Source: an optimization exercise on an open RTL-to-GDS flow (aim: small area and a short achievable clock period). Production flows keep margins and buffers that such runs may drop. Where RTL was checked, it was by simulation tests only, not by an equivalence proof against the original. No activity file was given, so power comes from the tool's default toggle rates.

== JK ==
==> flow/design.v <==
module icache_assoc_prefetch #(
    parameter int NUM_SETS       = 16,
    parameter int NUM_WAYS       = 2,
    parameter int PREFETCH_DEPTH = 4,
    parameter int NUM_MSHR       = 4
) (
    input  logic        clock,
    input  logic        reset,
    input  logic        squash,
    input  logic [3:0]  Imem2proc_response,
    input  logic [63:0] Imem2proc_data,
    input  logic [3:0]  Imem2proc_tag,
    input  logic [31:0] proc2Icache_addr,
    input  logic        early_branch_valid,
    input  logic [12:0] early_branch_target,
    output logic [1:0]  proc2Imem_command,
    output logic [31:0] proc2Imem_addr,
    output logic [63:0] Icache_data_out,
    output logic        Icache_valid_out
);
    logic [15:0]  st_x, st_y;
    logic [8:0]   tag0_q [16];
    logic [8:0]   tag1_q [16];
    logic [63:0]  data0_q [16];
    logic [63:0]  data1_q [16];
    logic [3:0]   mv_q;
    logic [12:0]  mba_q  [4];
    logic [3:0]   mtag_q [4];
    logic [12:0]  last_ba_q;
    logic [12:0]  ba;
    logic [3:0]   idx;
    logic [8:0]   tg;
    logic [15:0]  v0, v1;
    logic [15:0]  dec;
    assign ba  = proc2Icache_addr[15:3];
    assign idx = ba[3:0];
    assign tg  = ba[12:4];
    assign v1  = st_x;
    assign v0  = st_x | st_y;
    always_comb
        for (int s = 0; s < 16; s++) dec[s] = (idx == 4'(s));
    logic [8:0]  rt0, rt1;
    logic        rv0, rv1;
    logic [63:0] rd0, rd1;
    logic        hw0, hw1, dem_hit;
    always_comb begin
        rt0 = '0; rt1 = '0; rv0 = 1'b0; rv1 = 1'b0; rd0 = '0; rd1 = '0;
        for (int s = 0; s < 16; s++) begin
            rt0 = rt0 | ({9{dec[s]}} & tag0_q[s]);
            rt1 = rt1 | ({9{dec[s]}} & tag1_q[s]);
            rv0 = rv0 | (dec[s] & v0[s]);
            rv1 = rv1 | (dec[s] & v1[s]);
            rd0 = rd0 | ({64{dec[s]}} & data0_q[s]);
            rd1 = rd1 | ({64{dec[s]}} & data1_q[s]);
        end
    end
    assign hw0     = rv0 && (rt0 == tg);
    assign hw1     = rv1 && (rt1 == tg);
    assign dem_hit = hw0 | hw1;
    logic        ebv;
    logic [8:0]  pt, pt1;
    logic [15:0] hp;
    logic [2:0]  hp1;
    logic [15:0] dci [4];
    logic [3:0]  pres, inm;
    assign ebv = early_branch_valid;
    assign pt  = ebv ? early_branch_target[12:4] : tg;
    assign pt1 = ebv ? early_branch_target[12:4] + 9'd1 : tg + 9'd1;
    always_comb begin
        for (int s = 0; s < 16; s++)
            hp[s]  = (v0[s] && tag0_q[s] == pt)  || (v1[s] && tag1_q[s] == pt);
        for (int s = 0; s < 3; s++)
            hp1[s] = (v0[s] && tag0_q[s] == pt1) || (v1[s] && tag1_q[s] == pt1);
    end
    logic [15:0] edec;
    logic [3:0]  eidx;
    assign eidx = early_branch_target[3:0];
    always_comb begin
        for (int s = 0; s < 16; s++) edec[s] = (eidx == 4'(s));
        for (int k = 1; k < 4; k++)
            for (int s = 0; s < 16; s++)
                dci[k][s] = ebv ? edec[(s - k + 17) % 16] : dec[(s - k + 16) % 16];
        dci[0] = dec;
    end
    always_comb begin
        pres = '0;
        for (int k = 1; k < 4; k++)
            for (int s = 0; s < 16; s++)
                if (s < 3) begin
                    if (dci[k][s] && (( ebv && s < k - 1) || (!ebv && s < k)) && hp1[s]) pres[k] = 1'b1;
                    if (dci[k][s] && !(( ebv && s < k - 1) || (!ebv && s < k)) && hp[s]) pres[k] = 1'b1;
                end else begin
                    if (dci[k][s] && hp[s]) pres[k] = 1'b1;
                end
    end
    always_comb begin
        inm = '0;
        for (int m = 0; m < 4; m++) begin
            if (mv_q[m] && mba_q[m] == ba) inm[0] = 1'b1;
            for (int k = 1; k < 4; k++)
                if (mv_q[m] &&
                    (ebv ? mba_q[m][3:0] - 4'(k - 1) : mba_q[m][3:0] - 4'(k)) == (ebv ? eidx : idx) &&
                    mba_q[m][12:4] == (((ebv && mba_q[m][3:0] < 4'(k - 1)) ||
                                        (!ebv && mba_q[m][3:0] < 4'(k))) ? pt1 : pt))
                    inm[k] = 1'b1;
        end
    end
    logic [3:0]  cov;
    logic [12:0] c1, c2, c3;
    assign cov[0] = dem_hit | inm[0];
    assign cov[1] = pres[1] | inm[1];
    assign cov[2] = pres[2] | inm[2];
    assign cov[3] = pres[3] | inm[3];
    assign c1 = ebv ? early_branch_target           : ba + 13'd1;
    assign c2 = ebv ? early_branch_target + 13'd1   : ba + 13'd2;
    assign c3 = ebv ? early_branch_target + 13'd2   : ba + 13'd3;
    logic [12:0] sel_ba;
    always_comb begin
        if (!cov[0])      sel_ba = ba;
        else if (!cov[1]) sel_ba = c1;
        else if (!cov[2]) sel_ba = c2;
        else              sel_ba = c3;
    end
    logic       free_found;
    logic [3:0] free_oh;
    assign free_found = ~&mv_q;
    assign free_oh[0] = ~mv_q[0];
    assign free_oh[1] = mv_q[0] & ~mv_q[1];
    assign free_oh[2] = &mv_q[1:0] & ~mv_q[2];
    assign free_oh[3] = &mv_q[2:0] & ~mv_q[3];
    logic issue, alloc;
    assign issue = ~&cov && free_found && (ba == last_ba_q);
    assign alloc = issue && (Imem2proc_response != 4'd0);
    assign proc2Imem_command = {1'b0, issue};
    assign proc2Imem_addr    = {16'b0, sel_ba, 3'b0};
    assign Icache_valid_out  = dem_hit;
    logic [3:0] wsel;
    assign wsel[0] = hw1;
    assign wsel[1] = ~hw0;
    assign wsel[2] = hw1 | ~rv0;
    assign wsel[3] = ~hw0 & rv1;
    always_comb
        for (int q = 0; q < 4; q++)
            Icache_data_out[q*16 +: 16] = wsel[q] ? rd1[q*16 +: 16] : rd0[q*16 +: 16];
    logic [3:0]  fh;
    logic [15:0] fset;
    logic [8:0]  fill_tag;
    always_comb begin
        fset = '0;
        fill_tag = '0;
        for (int m = 0; m < 4; m++) begin
            fh[m] = mv_q[m] && (mtag_q[m] == Imem2proc_tag);
            fill_tag = fill_tag | ({9{fh[m]}} & mba_q[m][12:4]);
            for (int s = 0; s < 16; s++)
                if (fh[m] && mba_q[m][3:0] == 4'(s)) fset[s] = 1'b1;
        end
    end
    logic [15:0] we0, we1;
    assign we1 = fset & st_y;
    assign we0 = fset & ~st_y;
    always_ff @(posedge clock or posedge reset) begin
        if (reset) begin
            st_x      <= '0;
            st_y      <= '0;
            mv_q      <= '0;
            last_ba_q <= '1;
        end else begin
            last_ba_q <= squash ? 13'h1fff : ba;
            for (int s = 0; s < 16; s++) begin
                if (fset[s]) begin
                    st_x[s] <= st_x[s] | st_y[s];
                    st_y[s] <= ~st_y[s];
                end else if (dec[s] && dem_hit) begin
                    st_y[s] <= ~hw1;
                end
            end
            for (int m = 0; m < 4; m++)
                mv_q[m] <= (mv_q[m] & ~fh[m]) | (alloc & free_oh[m]);
        end
    end
    always_ff @(posedge clock) begin
        for (int m = 0; m < 4; m++)
            if (alloc && free_oh[m]) begin
                mba_q[m]  <= sel_ba;
                mtag_q[m] <= Imem2proc_response;
            end
        for (int s = 0; s < 16; s++) begin
            if (we0[s]) begin
                tag0_q[s]  <= fill_tag;
                data0_q[s] <= Imem2proc_data;
            end
            if (we1[s]) begin
                tag1_q[s]  <= fill_tag;
                data1_q[s] <= Imem2proc_data;
            end
        end
    end
endmodule
make LEC_CHECK=0 CAP_MARGIN=30 CORE_MARGIN=2 CORE_UTILIZATION=65 CTS_BUF_LIST=sky130_fd_sc_hd__clkbuf_8 CTS_CLUSTER_DIAMETER=60 CTS_CLUSTER_SIZE=16 SETUP_SLACK_MARGIN=5 SLEW_MARGIN=40 finish   # period 12.5 ns
run.sh (not shown) runs the stock make flow with config.mk's settings and CLKGATE_MAP_FILE= SYNTH_SCRIPT=/design/flow/synth_recipe.tcl, a recipe that flattens the netlist after the stock synthesis.
diff inputs: JK => TR
diff --git a/flow/design.v b/flow/design.v
--- a/flow/design.v
+++ b/flow/design.v
@@ -110,11 +110,11 @@
     assign cov[0] = dem_hit | inm[0];
     assign cov[1] = pres[1] | inm[1];
     assign cov[2] = pres[2] | inm[2];
     assign cov[3] = pres[3] | inm[3];
-    assign c1 = ebv ? early_branch_target           : ba + 13'd1;
-    assign c2 = ebv ? early_branch_target + 13'd1   : ba + 13'd2;
-    assign c3 = ebv ? early_branch_target + 13'd2   : ba + 13'd3;
+    assign c1 = ebv ? early_branch_target           : last_ba_q + 13'd1;
+    assign c2 = ebv ? early_branch_target + 13'd1   : last_ba_q + 13'd2;
+    assign c3 = ebv ? early_branch_target + 13'd2   : last_ba_q + 13'd3;
     logic [12:0] sel_ba;
     always_comb begin
         if (!cov[0])      sel_ba = ba;
         else if (!cov[1]) sel_ba = c1;
@@ -133,16 +133,9 @@
     assign alloc = issue && (Imem2proc_response != 4'd0);
     assign proc2Imem_command = {1'b0, issue};
     assign proc2Imem_addr    = {16'b0, sel_ba, 3'b0};
     assign Icache_valid_out  = dem_hit;
-    logic [3:0] wsel;
-    assign wsel[0] = hw1;
-    assign wsel[1] = ~hw0;
-    assign wsel[2] = hw1 | ~rv0;
-    assign wsel[3] = ~hw0 & rv1;
-    always_comb
-        for (int q = 0; q < 4; q++)
-            Icache_data_out[q*16 +: 16] = wsel[q] ? rd1[q*16 +: 16] : rd0[q*16 +: 16];
+    assign Icache_data_out   = {hw0 ? rd0[63:32] : rd1[63:32], hw1 ? rd1[31:0] : rd0[31:0]};
     logic [3:0]  fh;
     logic [15:0] fset;
     logic [8:0]  fill_tag;
     always_comb begin
--- outcome ---
JK → TR: setup slack saw an increase; total power saw an increase; simple logic cell fraction of the synthesized area saw an increase; total global routing track utilization saw an increase. In the tables for TR and JK, worst slack on hold paths reads lower with TR.
Function was not checked in any run of this note: the RTL went through the layout flow alone.


Setup of the baseline:
Another version of the RTL of icache_assoc_prefetch (not shown whole).
For scale: ~6500 cells after synthesis, roughly 2500 flip-flops, about 0.10 mm^2 of cells after synthesis.
==> module icache_assoc_prefetch, before the edit <==
module icache_assoc_prefetch #(
    parameter int NUM_SETS       = 16,
    parameter int NUM_WAYS       = 2,
    parameter int PREFETCH_DEPTH = 4,
    parameter int NUM_MSHR       = 4
) (
    input  logic        clock,
    input  logic        reset,
    input  logic        squash,
    input  logic [3:0]  Imem2proc_response,
    input  logic [63:0] Imem2proc_data,
    input  logic [3:0]  Imem2proc_tag,
    input  logic [31:0] proc2Icache_addr,
    input  logic        early_branch_valid,
    input  logic [12:0] early_branch_target,
    output logic [1:0]  proc2Imem_command,
    output logic [31:0] proc2Imem_addr,
    output logic [63:0] Icache_data_out,
    output logic        Icache_valid_out
);
    logic [15:0]  st_x, st_y;
    logic [8:0]   tag0_q [16];
    logic [8:0]   tag1_q [16];
    logic [63:0]  data0_q [16];
    logic [63:0]  data1_q [16];
    logic [3:0]   mv_q;
    logic [12:0]  mba_q  [4];
    logic [3:0]   mtag_q [4];
    logic [12:0]  last_ba_q;
    logic [12:0]  ba;
    logic [3:0]   idx;
    logic [8:0]   tg;
    logic [15:0]  v0, v1;
    logic [15:0]  dec;
    assign ba  = proc2Icache_addr[15:3];
    assign idx = ba[3:0];
    assign tg  = ba[12:4];
    assign v1  = st_x;
    assign v0  = st_x | st_y;
    always_comb
        for (int s = 0; s < 16; s++) dec[s] = (idx == 4'(s));
    logic [8:0]  rt0, rt1;
    logic        rv0, rv1;
    logic [63:0] rd0, rd1;
    logic        hw0, hw1, dem_hit;
    always_comb begin
        rt0 = '0; rt1 = '0; rv0 = 1'b0; rv1 = 1'b0; rd0 = '0; rd1 = '0;
        for (int s = 0; s < 16; s++) begin
            rt0 = rt0 | ({9{dec[s]}} & tag0_q[s]);
            rt1 = rt1 | ({9{dec[s]}} & tag1_q[s]);
            rv0 = rv0 | (dec[s] & v0[s]);
            rv1 = rv1 | (dec[s] & v1[s]);
            rd0 = rd0 | ({64{dec[s]}} & data0_q[s]);
            rd1 = rd1 | ({64{dec[s]}} & data1_q[s]);
        end
    end
    assign hw0     = rv0 && (rt0 == tg);
    assign hw1     = rv1 && (rt1 == tg);
    assign dem_hit = hw0 | hw1;
    logic        ebv;
    logic [8:0]  pt, pt1;
    logic [15:0] hp;
    logic [2:0]  hp1;
    logic [3:0]  ci [4];
    logic [15:0] dci [4];
    logic [3:0]  pres, inm;
    assign ebv = early_branch_valid;
    assign pt  = ebv ? early_branch_target[12:4] : tg;
    assign pt1 = pt + 9'd1;
    always_comb begin
        for (int s = 0; s < 16; s++)
            hp[s]  = (v0[s] && tag0_q[s] == pt)  || (v1[s] && tag1_q[s] == pt);
        for (int s = 0; s < 3; s++)
            hp1[s] = (v0[s] && tag0_q[s] == pt1) || (v1[s] && tag1_q[s] == pt1);
    end
    always_comb begin
        for (int k = 1; k < 4; k++) begin
            ci[k] = ebv ? early_branch_target[3:0] + 4'(k - 1) : idx + 4'(k);
            for (int s = 0; s < 16; s++) dci[k][s] = (ci[k] == 4'(s));
        end
        ci[0] = idx; dci[0] = dec;
    end
    always_comb begin
        pres = '0;
        for (int k = 1; k < 4; k++)
            for (int s = 0; s < 16; s++)
                if (s < 3) begin
                    if (dci[k][s] && (( ebv && s < k - 1) || (!ebv && s < k)) && hp1[s]) pres[k] = 1'b1;
                    if (dci[k][s] && !(( ebv && s < k - 1) || (!ebv && s < k)) && hp[s]) pres[k] = 1'b1;
                end else begin
                    if (dci[k][s] && hp[s]) pres[k] = 1'b1;
                end
    end
    always_comb begin
        inm = '0;
        for (int m = 0; m < 4; m++) begin
            if (mv_q[m] && mba_q[m] == ba) inm[0] = 1'b1;
            for (int k = 1; k < 4; k++)
                if (mv_q[m] && mba_q[m][3:0] == ci[k] &&
                    mba_q[m][12:4] == (((ebv && mba_q[m][3:0] < 4'(k - 1)) ||
                                        (!ebv && mba_q[m][3:0] < 4'(k))) ? pt1 : pt))
                    inm[k] = 1'b1;
        end
    end
    logic [3:0]  cov;
    logic [12:0] c1, c2, c3;
    assign cov[0] = dem_hit | inm[0];
    assign cov[1] = pres[1] | inm[1];
    assign cov[2] = pres[2] | inm[2];
    assign cov[3] = pres[3] | inm[3];
    assign c1 = ebv ? early_branch_target           : ba + 13'd1;
    assign c2 = ebv ? early_branch_target + 13'd1   : ba + 13'd2;
    assign c3 = ebv ? early_branch_target + 13'd2   : ba + 13'd3;
    logic [12:0] sel_ba;
    always_comb begin
        if (!cov[0])      sel_ba = ba;
        else if (!cov[1]) sel_ba = c1;
        else if (!cov[2]) sel_ba = c2;
        else              sel_ba = c3;
    end
    logic       free_found;
    logic [3:0] free_oh;
    assign free_found = ~&mv_q;
    assign free_oh[0] = ~mv_q[0];
    assign free_oh[1] = mv_q[0] & ~mv_q[1];
    assign free_oh[2] = &mv_q[1:0] & ~mv_q[2];
    assign free_oh[3] = &mv_q[2:0] & ~mv_q[3];
    logic issue, alloc;
    assign issue = ~&cov && free_found && (ba == last_ba_q);
    assign alloc = issue && (Imem2proc_response != 4'd0);
    assign proc2Imem_command = {1'b0, issue};
    assign proc2Imem_addr    = {16'b0, sel_ba, 3'b0};
    assign Icache_valid_out  = dem_hit;
    assign Icache_data_out   = hw1 ? rd1 : rd0;
    logic [3:0]  fh;
    logic [15:0] fset;
    logic [8:0]  fill_tag;
    always_comb begin
        fset = '0;
        fill_tag = '0;
        for (int m = 0; m < 4; m++) begin
            fh[m] = mv_q[m] && (mtag_q[m] == Imem2proc_tag);
            fill_tag = fill_tag | ({9{fh[m]}} & mba_q[m][12:4]);
            for (int s = 0; s < 16; s++)
                if (fh[m] && mba_q[m][3:0] == 4'(s)) fset[s] = 1'b1;
        end
    end
    logic [15:0] we0, we1;
    assign we1 = fset & st_y;
    assign we0 = fset & ~st_y;
    always_ff @(posedge clock or posedge reset) begin
        if (reset) begin
            st_x      <= '0;
            st_y      <= '0;
            mv_q      <= '0;
            last_ba_q <= '1;
        end else begin
            last_ba_q <= squash ? 13'h1fff : ba;
            for (int s = 0; s < 16; s++) begin
                if (fset[s]) begin
                    st_x[s] <= st_x[s] | st_y[s];
                    st_y[s] <= ~st_y[s];
                end else if (dec[s] && dem_hit) begin
                    st_y[s] <= ~hw1;
                end
            end
            for (int m = 0; m < 4; m++)
                mv_q[m] <= (mv_q[m] & ~fh[m]) | (alloc & free_oh[m]);
        end
    end
    always_ff @(posedge clock) begin
        for (int m = 0; m < 4; m++)
            if (alloc && free_oh[m]) begin
                mba_q[m]  <= sel_ba;
                mtag_q[m] <= Imem2proc_response;
            end
        for (int s = 0; s < 16; s++) begin
            if (we0[s]) begin
                tag0_q[s]  <= fill_tag;
                data0_q[s] <= Imem2proc_data;
            end
            if (we1[s]) begin
                tag1_q[s]  <= fill_tag;
                data1_q[s] <= Imem2proc_data;
            end
        end
    end
endmodule
Settings: LEC_CHECK=0, CAP_MARGIN=20, CORE_MARGIN=2, CORE_UTILIZATION=65, CTS_BUF_LIST=sky130_fd_sc_hd__clkbuf_8, CTS_CLUSTER_DIAMETER=60, CTS_CLUSTER_SIZE=16, SETUP_SLACK_MARGIN=5, SLEW_MARGIN=20; clock period 12.5 ns.
The baseline went all the way through the flow, and no timing, DRC or antenna check failed.
--- input diff the baseline..the candidate ---
--- a/flow/design.v
+++ b/flow/design.v
@@ -59,28 +59,30 @@
     assign dem_hit = hw0 | hw1;
     logic        ebv;
     logic [8:0]  pt, pt1;
     logic [15:0] hp;
     logic [2:0]  hp1;
-    logic [3:0]  ci [4];
     logic [15:0] dci [4];
     logic [3:0]  pres, inm;
     assign ebv = early_branch_valid;
     assign pt  = ebv ? early_branch_target[12:4] : tg;
-    assign pt1 = pt + 9'd1;
+    assign pt1 = ebv ? early_branch_target[12:4] + 9'd1 : tg + 9'd1;
     always_comb begin
         for (int s = 0; s < 16; s++)
             hp[s]  = (v0[s] && tag0_q[s] == pt)  || (v1[s] && tag1_q[s] == pt);
         for (int s = 0; s < 3; s++)
             hp1[s] = (v0[s] && tag0_q[s] == pt1) || (v1[s] && tag1_q[s] == pt1);
     end
+    logic [15:0] edec;
+    logic [3:0]  eidx;
+    assign eidx = early_branch_target[3:0];
     always_comb begin
-        for (int k = 1; k < 4; k++) begin
-            ci[k] = ebv ? early_branch_target[3:0] + 4'(k - 1) : idx + 4'(k);
-            for (int s = 0; s < 16; s++) dci[k][s] = (ci[k] == 4'(s));
-        end
-        ci[0] = idx; dci[0] = dec;
+        for (int s = 0; s < 16; s++) edec[s] = (eidx == 4'(s));
+        for (int k = 1; k < 4; k++)
+            for (int s = 0; s < 16; s++)
+                dci[k][s] = ebv ? edec[(s - k + 17) % 16] : dec[(s - k + 16) % 16];
+        dci[0] = dec;
     end
     always_comb begin
         pres = '0;
         for (int k = 1; k < 4; k++)
             for (int s = 0; s < 16; s++)
@@ -94,11 +96,12 @@
     always_comb begin
         inm = '0;
         for (int m = 0; m < 4; m++) begin
             if (mv_q[m] && mba_q[m] == ba) inm[0] = 1'b1;
             for (int k = 1; k < 4; k++)
-                if (mv_q[m] && mba_q[m][3:0] == ci[k] &&
+                if (mv_q[m] &&
+                    (ebv ? mba_q[m][3:0] - 4'(k - 1) : mba_q[m][3:0] - 4'(k)) == (ebv ? eidx : idx) &&
                     mba_q[m][12:4] == (((ebv && mba_q[m][3:0] < 4'(k - 1)) ||
                                         (!ebv && mba_q[m][3:0] < 4'(k))) ? pt1 : pt))
                     inm[k] = 1'b1;
         end
     end
@@ -129,11 +132,11 @@
     assign issue = ~&cov && free_found && (ba == last_ba_q);
     assign alloc = issue && (Imem2proc_response != 4'd0);
     assign proc2Imem_command = {1'b0, issue};
     assign proc2Imem_addr    = {16'b0, sel_ba, 3'b0};
     assign Icache_valid_out  = dem_hit;
-    assign Icache_data_out   = hw1 ? rd1 : rd0;
+    assign Icache_data_out   = {hw0 ? rd0[63:32] : rd1[63:32], hw1 ? rd1[31:0] : rd0[31:0]};
     logic [3:0]  fh;
     logic [15:0] fset;
     logic [8:0]  fill_tag;
     always_comb begin
         fset = '0;
## What came out
- [the candidate] flow finished | final checks: failed | reasons: slew limit
- Going from the baseline to the candidate, storage element area comparable, power dissipated in the clock network comparable, global-route met2 utilization now smaller, number of top-level design ports comparable.
- | post-route fraction of the period consumed by the critical path | higher: the baseline |
- In the candidate, the number of clock-tree buffers in the layout came out 7 above the value in the baseline.
- Setup slack in the candidate is larger than in the baseline.
- Looking only at final wirelength, and setting everything else aside, the higher value of the baseline and the candidate goes to the baseline.
- The candidate ends up with a initial core utilization that is 0.26 points higher than in the baseline.
- The number of buffers created by CTS in the candidate sits about 2.2% above the value recorded for the baseline.
- Overall power after layout: the baseline vs the candidate — no meaningful difference
- Compared with the baseline, the candidate shows a higher multi-input gate area in the final layout.

## static timing again, ports no longer ideal
Ports are ideal in the flow. The routed layouts listed here were re-timed in OpenROAD.
Step 1: set_driving_cell puts a clkbuf_16 on clock and a buf_2 on each other input, an assumption about the parent block.
Step 2 times the ports against the registers' clock, not the clock port: input delays grow and output delays shrink by t, the midpoint of the rising clock arrivals with the driver on.
a / b / c = no drivers / after step 1 / after step 2; a / b = the first two.
| run | t, ns | setup WS [ns] | hold WS [ns] |
|---|---|---|---|
| JK | 1.048 | 3.474 / 3.261 / 3.261 | 0.586 / 0.586 / 0.586 |
| TR | 1.063 | 3.505 / 3.276 / 3.276 | 0.540 / 0.540 / 0.540 |
| the baseline | 1.075 | 3.380 / 3.211 / 3.211 | 0.583 / 0.583 / 0.583 |
| the candidate | 1.048 | 3.595 / 3.304 / 3.304 | 0.623 / 0.623 / 0.623 |
For the candidate, which loses most, drivers alone change the setup slack by -0.291 ns; drivers and shift together by -0.291 ns.
